Background: an optimization exercise with open tools, aiming at small area and a short achievable clock period. Do not read the settings as production practice. The RTL was checked by simulation tests, not by an equivalence proof against the original design.

File: run.sh
#!/bin/bash
# synth_recipe.tcl (not shown) runs the flow's synth.tcl, then flattens the netlist and writes it again
# the make line also repeats each setting of config.mk as NAME=value (left out here)
make -C /OpenROAD-flow-scripts/flow DESIGN_CONFIG=/design/flow/config.mk WORK_HOME=/design/flow/orfs CLKGATE_MAP_FILE= SYNTH_SCRIPT=/design/flow/synth_recipe.tcl finish
File: config.mk
export PLATFORM = sky130hd
export DESIGN_NAME = csc_top
export DESIGN_NICKNAME = csc_top
export VERILOG_FILES = /design/flow/design.v
export SDC_FILE = /design/flow/constraint.sdc
export NUM_CORES = 4
export LEC_CHECK = 0
export CAP_MARGIN = 20
export CORE_MARGIN = 2
export CORE_UTILIZATION = 50
export SLEW_MARGIN = 20
File: constraint.sdc
create_clock -name core_clock -period 10.0 [get_ports {CLOCK_50_I}]
set_input_delay 2.0000 -clock core_clock [delete_from_list [all_inputs] [get_ports {CLOCK_50_I}]]
set_output_delay 2.0000 -clock core_clock [all_outputs]
set_load 0.01 [all_outputs]
File: design.v
package csc_pkg;
	typedef logic [17:0] sram_addr_t;
	typedef logic [15:0] sram_word_t;
	typedef logic [7:0] pixel_t;
	typedef logic signed [31:0] product_t;
	typedef logic [15:0] pair_count_t;
	typedef struct packed {
		sram_addr_t addr;
		sram_word_t wdata;
		logic we;             
	} sram_req_t;
	typedef struct packed {
		pixel_t y_even;
		pixel_t y_odd;
		pixel_t u_even;
		pixel_t u_odd;
		pixel_t v_even;
		pixel_t v_odd;
	} yuv_pair_t;
	typedef struct packed {
		pixel_t r_even;
		pixel_t g_even;
		pixel_t b_even;
		pixel_t r_odd;
		pixel_t g_odd;
		pixel_t b_odd;
	} rgb_pair_t;
	typedef enum logic [1:0] {F_IDLE, F_ISSUE, F_WAIT, F_EMIT} fetch_state_t;
	localparam int IMG_WIDTH = 320;
	localparam int IMG_HEIGHT = 240;
	localparam int PAIRS_PER_ROW = 160;
	localparam int CHROMA_PER_ROW = 160;
	localparam sram_addr_t Y_BASE = 18'd0;
	localparam sram_addr_t U_BASE = 18'd38400;
	localparam sram_addr_t V_BASE = 18'd57600;
	localparam sram_addr_t RGB_BASE = 18'd146944;
	localparam int SRAM_READ_LATENCY = 2;
	localparam product_t FILTER_TAP_OUTER = 21;
	localparam product_t FILTER_TAP_MID = 52;
	localparam product_t FILTER_TAP_INNER = 159;
	localparam product_t FILTER_ROUND = 128;
	localparam int FILTER_SHIFT = 8;
	localparam product_t Y_BIAS = 16;
	localparam product_t CHROMA_BIAS = 128;
	localparam product_t COEF_Y = 76284;
	localparam product_t COEF_RV = 104595;
	localparam product_t COEF_GU = 25624;
	localparam product_t COEF_GV = 53281;
	localparam product_t COEF_BU = 132251;
	localparam int COEF_SHIFT = 16;
	localparam int STORE_DEPTH = 8;     
	localparam int STORE_SLACK = 4;     
	function automatic pixel_t clip_pixel(input product_t value);
		if (value < 0)
			clip_pixel = 8'h00;
		else if (value > 255)
			clip_pixel = 8'hff;
		else
			clip_pixel = value[7:0];
	endfunction
endpackage
`timescale 1ns/100ps
module sram_arbiter (
	input logic CLOCK_50_I,
	input logic resetn,
	input logic fetch_req,
	input csc_pkg::sram_req_t fetch_cmd,
	output logic fetch_grant,
	output logic read_valid,
	output csc_pkg::sram_word_t read_data,
	input logic store_req,
	input csc_pkg::sram_req_t store_cmd,
	output logic store_grant,
	output csc_pkg::sram_addr_t sram_addr,
	output csc_pkg::sram_word_t sram_wdata,
	output logic sram_we_n,
	input csc_pkg::sram_word_t sram_rdata
);
	logic [csc_pkg::SRAM_READ_LATENCY:0] rd_pipe;
	assign store_grant = store_req;
	assign fetch_grant = fetch_req && !store_req;
	assign read_valid = rd_pipe[csc_pkg::SRAM_READ_LATENCY];
	assign read_data = sram_rdata;     
	always_ff @(posedge CLOCK_50_I or negedge resetn) begin
		if (!resetn) begin
			sram_we_n <= 1'b1;
			rd_pipe <= '0;
		end else begin
			sram_we_n <= !(store_grant && store_cmd.we);
			rd_pipe <= {rd_pipe[csc_pkg::SRAM_READ_LATENCY-1:0], fetch_grant};
		end
	end
	always_ff @(posedge CLOCK_50_I) begin
		if (store_grant) begin
			sram_addr <= store_cmd.addr;
			sram_wdata <= store_cmd.wdata;
		end else begin
			sram_addr <= fetch_cmd.addr;     
			sram_wdata <= fetch_cmd.wdata;
		end
	end
endmodule
`timescale 1ns/100ps
module yuv_fetch (
	input logic CLOCK_50_I,
	input logic resetn,
	input logic start,
	output logic busy,
	output logic fetch_req,
	output csc_pkg::sram_req_t fetch_cmd,
	input logic fetch_grant,
	input logic read_valid,
	input csc_pkg::sram_word_t read_data,
	input logic store_room,
	output logic row_start,
	output logic chroma_shift,
	output csc_pkg::pixel_t u_in,
	output csc_pkg::pixel_t v_in,
	output logic pair_valid,
	output csc_pkg::pixel_t y_even,
	output csc_pkg::pixel_t y_odd,
	output logic last_pair
);
	csc_pkg::fetch_state_t state;
	logic [7:0] step;           
	csc_pkg::pair_count_t pair_idx;      
	csc_pkg::sram_addr_t c_ptr;          
	logic [1:0] icnt, rcnt, rneed;
	logic need_c, need_y;
	csc_pkg::sram_word_t u_word, v_word, y_word;
	csc_pkg::pixel_t u_lo, v_lo;
	assign need_c = !step[0] && (step < csc_pkg::CHROMA_PER_ROW);
	assign need_y = step >= 8'd4;
	assign rneed = {need_c, need_y};     
	always_comb begin
		fetch_cmd = '0;
		if (need_c && icnt == 2'd0)
			fetch_cmd.addr = csc_pkg::U_BASE + c_ptr;
		else if (need_c && icnt == 2'd1)
			fetch_cmd.addr = csc_pkg::V_BASE + c_ptr;
		else
			fetch_cmd.addr = csc_pkg::Y_BASE + csc_pkg::sram_addr_t'(pair_idx);
	end
	assign fetch_req = (state == csc_pkg::F_ISSUE) && (rneed != 2'd0) && store_room;
	assign busy = state != csc_pkg::F_IDLE;
	assign row_start = (state == csc_pkg::F_EMIT) && (step == 8'd0);
	assign chroma_shift = (state == csc_pkg::F_EMIT) && (step != 8'd0);
	assign pair_valid = (state == csc_pkg::F_EMIT) && need_y;
	assign u_in = need_c ? u_word[15:8] : u_lo;     
	assign v_in = need_c ? v_word[15:8] : v_lo;
	assign y_even = y_word[15:8];
	assign y_odd = y_word[7:0];
	assign last_pair = pair_valid && (pair_idx == csc_pkg::pair_count_t'(csc_pkg::PAIRS_PER_ROW * csc_pkg::IMG_HEIGHT - 1));
	always_ff @(posedge CLOCK_50_I) begin
		if (read_valid) begin
			if (need_c && rcnt == 2'd0)
				u_word <= read_data;
			else if (need_c && rcnt == 2'd1)
				v_word <= read_data;
			else
				y_word <= read_data;
		end
		if (state == csc_pkg::F_EMIT && need_c) begin
			u_lo <= u_word[7:0];
			v_lo <= v_word[7:0];
		end
	end
	always_ff @(posedge CLOCK_50_I or negedge resetn) begin
		if (!resetn) begin
			state <= csc_pkg::F_IDLE;
			step <= '0;
			pair_idx <= '0;
			c_ptr <= '0;
			icnt <= '0;
			rcnt <= '0;
		end else begin
			if (read_valid)
				rcnt <= rcnt + 1'b1;
			case (state)
			csc_pkg::F_IDLE: begin
				if (start) begin
					step <= '0;
					pair_idx <= '0;
					c_ptr <= '0;
					icnt <= '0;
					rcnt <= '0;
					state <= csc_pkg::F_ISSUE;
				end
			end
			csc_pkg::F_ISSUE: begin
				if (rneed == 2'd0) begin
					state <= csc_pkg::F_EMIT;     
				end else if (fetch_grant) begin
					icnt <= icnt + 1'b1;
					if (icnt == rneed - 2'd1)
						state <= csc_pkg::F_WAIT;
				end
			end
			csc_pkg::F_WAIT: begin
				if (read_valid && rcnt == rneed - 2'd1)
					state <= csc_pkg::F_EMIT;
			end
			csc_pkg::F_EMIT: begin
				icnt <= '0;
				rcnt <= '0;
				if (need_c)
					c_ptr <= c_ptr + 1'b1;
				if (need_y)
					pair_idx <= pair_idx + 1'b1;
				step <= (step == csc_pkg::PAIRS_PER_ROW + 3) ? 8'd0 : step + 1'b1;
				state <= last_pair ? csc_pkg::F_IDLE : csc_pkg::F_ISSUE;
			end
			default: state <= csc_pkg::F_IDLE;
			endcase
		end
	end
endmodule
`timescale 1ns/100ps
module chroma_interpolator (
	input logic CLOCK_50_I,
	input logic resetn,
	input logic row_start,
	input logic chroma_shift,
	input csc_pkg::pixel_t u_in,
	input csc_pkg::pixel_t v_in,
	input logic pair_valid,
	input csc_pkg::pixel_t y_even,
	input csc_pkg::pixel_t y_odd,
	input logic last_pair,
	output logic yuv_valid,
	output csc_pkg::yuv_pair_t yuv,
	output logic yuv_last
);
	csc_pkg::pixel_t [5:0] u_win;
	csc_pkg::pixel_t [5:0] v_win;
	function automatic csc_pkg::pixel_t odd_sample(input csc_pkg::pixel_t [5:0] w);
		csc_pkg::product_t acc;
		acc = csc_pkg::FILTER_TAP_OUTER * (csc_pkg::product_t'(w[0]) + csc_pkg::product_t'(w[5]))
			- csc_pkg::FILTER_TAP_MID * (csc_pkg::product_t'(w[1]) + csc_pkg::product_t'(w[4]))
			+ csc_pkg::FILTER_TAP_INNER * (csc_pkg::product_t'(w[2]) + csc_pkg::product_t'(w[3]))
			+ csc_pkg::FILTER_ROUND;
		odd_sample = csc_pkg::clip_pixel(acc >>> csc_pkg::FILTER_SHIFT);
	endfunction
	always_ff @(posedge CLOCK_50_I) begin
		if (row_start) begin
			u_win <= {6{u_in}};     
			v_win <= {6{v_in}};
		end else if (chroma_shift) begin
			u_win <= {u_in, u_win[5:1]};
			v_win <= {v_in, v_win[5:1]};
		end
	end
	always_ff @(posedge CLOCK_50_I) begin
		if (pair_valid) begin
			yuv.y_even <= y_even;
			yuv.y_odd <= y_odd;
			yuv.u_even <= u_win[2];
			yuv.u_odd <= odd_sample(u_win);
			yuv.v_even <= v_win[2];
			yuv.v_odd <= odd_sample(v_win);
		end
	end
	always_ff @(posedge CLOCK_50_I or negedge resetn) begin
		if (!resetn) begin
			yuv_valid <= 1'b0;
			yuv_last <= 1'b0;
		end else begin
			yuv_valid <= pair_valid;
			yuv_last <= pair_valid && last_pair;
		end
	end
endmodule
`timescale 1ns/100ps
module csc_matrix (
	input logic CLOCK_50_I,
	input logic resetn,
	input logic yuv_valid,
	input csc_pkg::yuv_pair_t yuv,
	input logic yuv_last,
	output logic rgb_valid,
	output csc_pkg::rgb_pair_t rgb,
	output logic rgb_last
);
	csc_pkg::product_t y_s [2];
	csc_pkg::product_t u_s [2];
	csc_pkg::product_t v_s [2];
	csc_pkg::product_t r_s [2];
	csc_pkg::product_t g_s [2];
	csc_pkg::product_t b_s [2];
	logic [2:0] valid_pipe;
	logic [2:0] last_pipe;
	always_ff @(posedge CLOCK_50_I) begin
		y_s[0] <= csc_pkg::product_t'(yuv.y_even) - csc_pkg::Y_BIAS;
		y_s[1] <= csc_pkg::product_t'(yuv.y_odd) - csc_pkg::Y_BIAS;
		u_s[0] <= csc_pkg::product_t'(yuv.u_even) - csc_pkg::CHROMA_BIAS;
		u_s[1] <= csc_pkg::product_t'(yuv.u_odd) - csc_pkg::CHROMA_BIAS;
		v_s[0] <= csc_pkg::product_t'(yuv.v_even) - csc_pkg::CHROMA_BIAS;
		v_s[1] <= csc_pkg::product_t'(yuv.v_odd) - csc_pkg::CHROMA_BIAS;
		for (int i = 0; i < 2; i++) begin
			r_s[i] <= csc_pkg::COEF_Y * y_s[i] + csc_pkg::COEF_RV * v_s[i];
			g_s[i] <= csc_pkg::COEF_Y * y_s[i] - csc_pkg::COEF_GU * u_s[i] - csc_pkg::COEF_GV * v_s[i];
			b_s[i] <= csc_pkg::COEF_Y * y_s[i] + csc_pkg::COEF_BU * u_s[i];
		end
		rgb.r_even <= csc_pkg::clip_pixel(r_s[0] >>> csc_pkg::COEF_SHIFT);
		rgb.g_even <= csc_pkg::clip_pixel(g_s[0] >>> csc_pkg::COEF_SHIFT);
		rgb.b_even <= csc_pkg::clip_pixel(b_s[0] >>> csc_pkg::COEF_SHIFT);
		rgb.r_odd <= csc_pkg::clip_pixel(r_s[1] >>> csc_pkg::COEF_SHIFT);
		rgb.g_odd <= csc_pkg::clip_pixel(g_s[1] >>> csc_pkg::COEF_SHIFT);
		rgb.b_odd <= csc_pkg::clip_pixel(b_s[1] >>> csc_pkg::COEF_SHIFT);
	end
	always_ff @(posedge CLOCK_50_I or negedge resetn) begin
		if (!resetn) begin
			valid_pipe <= '0;
			last_pipe <= '0;
		end else begin
			valid_pipe <= {valid_pipe[1:0], yuv_valid};
			last_pipe <= {last_pipe[1:0], yuv_last};
		end
	end
	assign rgb_valid = valid_pipe[2];
	assign rgb_last = last_pipe[2];
endmodule
`timescale 1ns/100ps
module rgb_store (
	input logic CLOCK_50_I,
	input logic resetn,
	input logic rgb_valid,
	input csc_pkg::rgb_pair_t rgb,
	input logic rgb_last,
	output logic store_req,
	output csc_pkg::sram_req_t store_cmd,
	input logic store_grant,
	output logic store_room,
	output logic done
);
	logic [47:0] fifo_mem [0:csc_pkg::STORE_DEPTH-1];     
	logic [csc_pkg::STORE_DEPTH-1:0] last_mem;
	logic [$clog2(csc_pkg::STORE_DEPTH)-1:0] wr_ptr, rd_ptr;
	logic [$clog2(csc_pkg::STORE_DEPTH):0] count;
	logic [1:0] word_idx;       
	csc_pkg::pair_count_t pair_cnt;
	csc_pkg::rgb_pair_t head;
	logic pop;
	logic done_pre;
	assign head = fifo_mem[rd_ptr];
	assign pop = store_grant && (word_idx == 2'd2);
	assign store_req = count != '0;
	assign store_room = (csc_pkg::STORE_DEPTH - count) >= csc_pkg::STORE_SLACK;
	always_comb begin
		store_cmd.we = 1'b1;
		store_cmd.addr = csc_pkg::RGB_BASE + csc_pkg::sram_addr_t'({pair_cnt, 1'b0}) + csc_pkg::sram_addr_t'(pair_cnt)
			+ csc_pkg::sram_addr_t'(word_idx);     
		case (word_idx)
		2'd0: store_cmd.wdata = {head.r_even, head.g_even};
		2'd1: store_cmd.wdata = {head.b_even, head.r_odd};
		default: store_cmd.wdata = {head.g_odd, head.b_odd};
		endcase
	end
	always_ff @(posedge CLOCK_50_I) begin
		if (rgb_valid) begin
			fifo_mem[wr_ptr] <= rgb;
			last_mem[wr_ptr] <= rgb_last;
		end
	end
	always_ff @(posedge CLOCK_50_I or negedge resetn) begin
		if (!resetn) begin
			wr_ptr <= '0;
			rd_ptr <= '0;
			count <= '0;
			word_idx <= '0;
			pair_cnt <= '0;
			done_pre <= 1'b0;
			done <= 1'b0;
		end else begin
			done_pre <= pop && last_mem[rd_ptr];
			done <= done_pre;     
			if (rgb_valid)
				wr_ptr <= wr_ptr + 1'b1;
			if (pop) begin
				word_idx <= '0;
				rd_ptr <= rd_ptr + 1'b1;
				pair_cnt <= last_mem[rd_ptr] ? '0 : pair_cnt + 1'b1;
			end else if (store_grant) begin
				word_idx <= word_idx + 1'b1;
			end
			case ({rgb_valid, pop})
			2'b10: count <= count + 1'b1;
			2'b01: count <= count - 1'b1;
			default: count <= count;
			endcase
		end
	end
endmodule
`timescale 1ns/100ps
module csc_top (
	input logic CLOCK_50_I,
	input logic resetn,
	input logic start,
	output logic busy,
	output logic done,
	output csc_pkg::sram_addr_t sram_addr,
	output csc_pkg::sram_word_t sram_wdata,
	output logic sram_we_n,
	input csc_pkg::sram_word_t sram_rdata
);
	logic fetch_req, fetch_grant, read_valid;
	csc_pkg::sram_req_t fetch_cmd;
	csc_pkg::sram_word_t read_data;
	logic store_req, store_grant, store_room;
	csc_pkg::sram_req_t store_cmd;
	logic row_start, chroma_shift, pair_valid, last_pair;
	csc_pkg::pixel_t u_in, v_in, y_even, y_odd;
	logic yuv_valid, yuv_last;
	csc_pkg::yuv_pair_t yuv;
	logic rgb_valid, rgb_last;
	csc_pkg::rgb_pair_t rgb;
	sram_arbiter arbiter_unit (
		.CLOCK_50_I, .resetn,
		.fetch_req, .fetch_cmd, .fetch_grant, .read_valid, .read_data,
		.store_req, .store_cmd, .store_grant,
		.sram_addr, .sram_wdata, .sram_we_n, .sram_rdata
	);
	yuv_fetch fetch_unit (
		.CLOCK_50_I, .resetn, .start, .busy,
		.fetch_req, .fetch_cmd, .fetch_grant, .read_valid, .read_data,
		.store_room,
		.row_start, .chroma_shift, .u_in, .v_in,
		.pair_valid, .y_even, .y_odd, .last_pair
	);
	chroma_interpolator interp_unit (
		.CLOCK_50_I, .resetn,
		.row_start, .chroma_shift, .u_in, .v_in,
		.pair_valid, .y_even, .y_odd, .last_pair,
		.yuv_valid, .yuv, .yuv_last
	);
	csc_matrix matrix_unit (
		.CLOCK_50_I, .resetn,
		.yuv_valid, .yuv, .yuv_last,
		.rgb_valid, .rgb, .rgb_last
	);
	rgb_store store_unit (
		.CLOCK_50_I, .resetn,
		.rgb_valid, .rgb, .rgb_last,
		.store_req, .store_cmd, .store_grant, .store_room, .done
	);
endmodule
==> out/metrics.cfg <==
[outcome]
status = complete, no violations

[cells_and_area]
nNetsFinal = 8918
n_fill_cell = 13200
drive_gt1_share_pct = 6.29
final_cells = 9139
syn_to_final_growth_pct = 8.97
diodes = 0
utilization_pct = 54.9

[sta]
layout_min_cycle_time_ns = 9.56
clock.fmax_ghz = 0.105
rsz0062_at_grt = false
setup_viol = 0
slew_viol_final = 0
fin_skew_ns = 0.0608
tns_ns = 0
tightest_slew_ns = 1.09
finalCritPeriodShare_pct = 95.6
relSlewSlack_pct = 27.5
finalHoldViolations = 0

[synthesis]
ys_ff_latch = 918
synth_area_per_cell_um2 = 11.1
synth_commonest_cells = 1524 x inv_1, 1235 x ha_1, 638 x fa_1
yosysWarnings = 11
ys_seq_area_share_pct = 32.5
ys_types = 80
synth_area_mm2 = 0.0765
netlist_instances = 6890
synth_area_leaders = edfxtp_1 24%, ha_1 20%, fa_1 17%
synth_edf_count = 600
yosysMostFrequentCell = inv_1
synth_ff_type = edfxtp_1
synth_area_leader_cell = edfxtp_1
syn-num-nets = 8782
synth_top_area_share_pct = 23.5
async_reset_ff_share_pct = 9.80

[floorplanning]
io-pin-count = 56
die-area_mm2 = 0.156
rows = 143
start_util_pct = 50.4
die_h_um = 395
core_mm2 = 0.152
dieWidth_um = 395

[worst_hold_path]
worstHoldPathType = register to register

[clock_network]
cts.sinks = 918
insertion_delay_ns = 0.71
clock_path_buffers = 3
cts_root_buf = clkbuf_16
cts_htree_levels = 3
clkSlewWorstSetupHoldPaths_ns = 0.06
tritoncts = built
numCtsBuffers = 99

[critical_path]
critPathCaptureType = register
cpMaxStageDelayCell = fa_1
critPathKind = register to register
worst_ep_required_time_ns = 10.57
cp.arrival_ns = 10.13
worst-path-max-fanout = 9
cp-start-kind = register
cpPeakStageDelay_ns = 0.62
path_common_cell = fa_1

[grt]
antenna_found_initial = 9
grt_usage_pct = 21.2
grt_pass1_vias = 48800
grt_overflow = 0
grt_first_pass_wirelength_mm = 263
grt_max_degree = 87

[placed_design]
port_buffers = 55
place_congestion = 0.860
placed_cells = 8954
hpwlAfterDp_mm = 128

[route]
wl_per_cell_um = 17.8
drc_errors = 0
wirelength_mm = 163
vias = 47400
vias_per_cell = 5.18
ant_nets = 0
dr.pass1.iters = 7
drtIter0Drc = 2306

[flow_run]
drv_cap = 0

==> cells in the final DEF, fill, tap and decap left out, types with 12 or more instances in the layout <==
master,synthesis,routed
o22ai_1,13,13
mux2i_1,39,39
clkinv_2,0,19
clkbuf_1,80,21
dfxtp_1,228,222
buf_4,0,90
edfxtp_1,600,600
a21boi_0,12,12
a211oi_1,34,34
nor2b_1,41,41
o21a_1,133,132
dfrtp_1,89,86
nand3_1,87,87
and2_1,26,27
a31oi_1,27,27
nand4_1,25,25
ha_1,1235,1234
or3_1,20,20
mux4_2,114,114
and3_1,32,28
xor2_1,133,131
inv_1,1524,1524
nor3_1,48,46
or2_2,21,21
fa_1,638,638
o21ai_0,176,176
nand2_1,275,275
nand2b_1,30,30
clkinv_1,3,14
a31o_2,12,12
xnor2_1,309,307
clkbuf_16,0,100
mux2_2,18,18
a21o_1,90,90
o21bai_1,40,40
a21oi_1,301,300
nor2_1,250,244
clkdlybuf4s50_1,0,54
==> layout make-up <==
class | count | area, µm² | share of cell area [%]
well taps | 2030 | 2540 | 3.05
inverters | 1529 | 5740 | 6.88
clock inverters | 54 | 678 | 0.813
multi-input cells | 4334 | 45600 | 54.7
flip-flops and latches | 918 | 24900 | 29.8
repair buffers | 144 | 1220 | 1.46
clock buffers | 130 | 2710 | 3.24
==> repair_timing <==
item / 4_1_cts / 5_1_grt
setup endpoints to repair: 0 / 19
hold buffers: 0 / 0
setup buffers: 0 / 1
gates resized for setup: 0 / 10
==> stage by stage <==
stage               setup slack, ns  hold WS, ns  area [µm²]
finish                        0.444        0.291       83400
global route                 0.0118        0.300       83400
CTS                           0.268        0.287       83300
detailed placement            0.260        0.327       79900
global placement              0.458        0.327       79900
floorplan                     0.392        0.323       76500
==> sequential cells by signal, indices dropped and copies added, names as in the netlist, 32 cells and up <==
| signal | count |
|---|---|
| interp_unit.u_win | 48 |
| interp_unit.v_win | 48 |
| interp_unit.yuv | 48 |
| matrix_unit.b_s | 32 |
| matrix_unit.g_s | 32 |
| matrix_unit.r_s | 32 |
| matrix_unit.rgb | 48 |
| store_unit.fifo_mem | 384 |
==> cell families (layout without fill, tap and decap cells) <==
group | Yosys count | count (layout) | share of synthesized area [%]
flip-flops | 918 | 918 | 32.5
multiplexers | 171 | 171 | 4.13
AO/OA/AOI/OAI | 935 | 935 | 7.74
buffers and inverters | 1638 | 1857 | 8.04
AND/OR/NAND/NOR | 911 | 911 | 5.62
adder cells (fa/ha/maj) | 1873 | 1873 | 36.9
XOR/XNOR | 444 | 444 | 5.12
==> per-layer routing <==
| metal | global-route usage [%] | vias up | wire length [µm] |
|---|---|---|---|
| met1 | 29.5 | 23400 | 75600 |
| met4 | 4.98 | 0 | 3510 |
| met2 | 35.6 | 623 | 77800 |
| li1 | - | 23200 | - |
| met5 | 0 | - | 0 |
| met3 | 2.63 | 156 | 5860 |
==> worst max-delay path: cells and delay by family, from the launching register on <==
kind,cells,cell delay (ns)
flip-flops,1,0.42
AO/OA/AOI/OAI,10,2.46
AND/OR/NAND/NOR,2,0.60
buffers and inverters,6,0.31
adder cells (fa/ha/maj),12,5.03
XOR/XNOR,2,0.58
==> worst paths after layout <==
check,slack (ns),depth (start not counted),to,startpoint
worst max-delay path,0.44,32,matrix_unit.r_s[1][31]$_DFF_P_,matrix_unit.y_s[1][6]$_DFF_P_
worst min-delay path,0.29,0,matrix_unit.valid_pipe[2]$_DFF_PN0_,matrix_unit.valid_pipe[1]$_DFF_PN0_
worst min register to register,0.29,0,matrix_unit.valid_pipe[2]$_DFF_PN0_,matrix_unit.valid_pipe[1]$_DFF_PN0_
worst max register to register,0.44,32,matrix_unit.r_s[1][31]$_DFF_P_,matrix_unit.y_s[1][6]$_DFF_P_
min in group asynchronous,1.27,1,store_unit.pair_cnt[3]$_DFFE_PN0P_,resetn
max in group asynchronous,7.65,2,fetch_unit.c_ptr[14]$_DFFE_PN0P_,resetn
Testbench counts, summed over its fixed seeds: frame cycles 2,617,016.

==> port drivers added, routing unchanged <==
How much do the figures lean on ideal ports? The routed layout below was timed once more, with nothing changed but the port constraints. Step 1 (the two cells are an assumption about what drives the block):
set clk [get_ports {CLOCK_50_I}]
set_driving_cell -lib_cell sky130_fd_sc_hd__clkbuf_16 $clk
set_driving_cell -lib_cell sky130_fd_sc_hd__buf_2 [delete_from_list [all_inputs] $clk]
Step 2 times the ports against the registers' clock, not the clock port: input delays grow and output delays shrink by t, the midpoint of the rising clock arrivals with the driver on. Slacks: no drivers / after step 1 / after step 2; pairs: no drivers / after step 1.
t, ns: 0.764
setup WS [ns]: 0.444 / 0.444 / 0.444
worst hold slack (ns): 0.291 / 0.291 / 0.291
worst setup path at the end: register to register
worst register clock-pin slew, ns: 0.07 / 0.07
After both steps this run still meets setup and hold. The setup slack of this run moves by 0.000 ns with the drivers and by 0.000 ns with both steps.
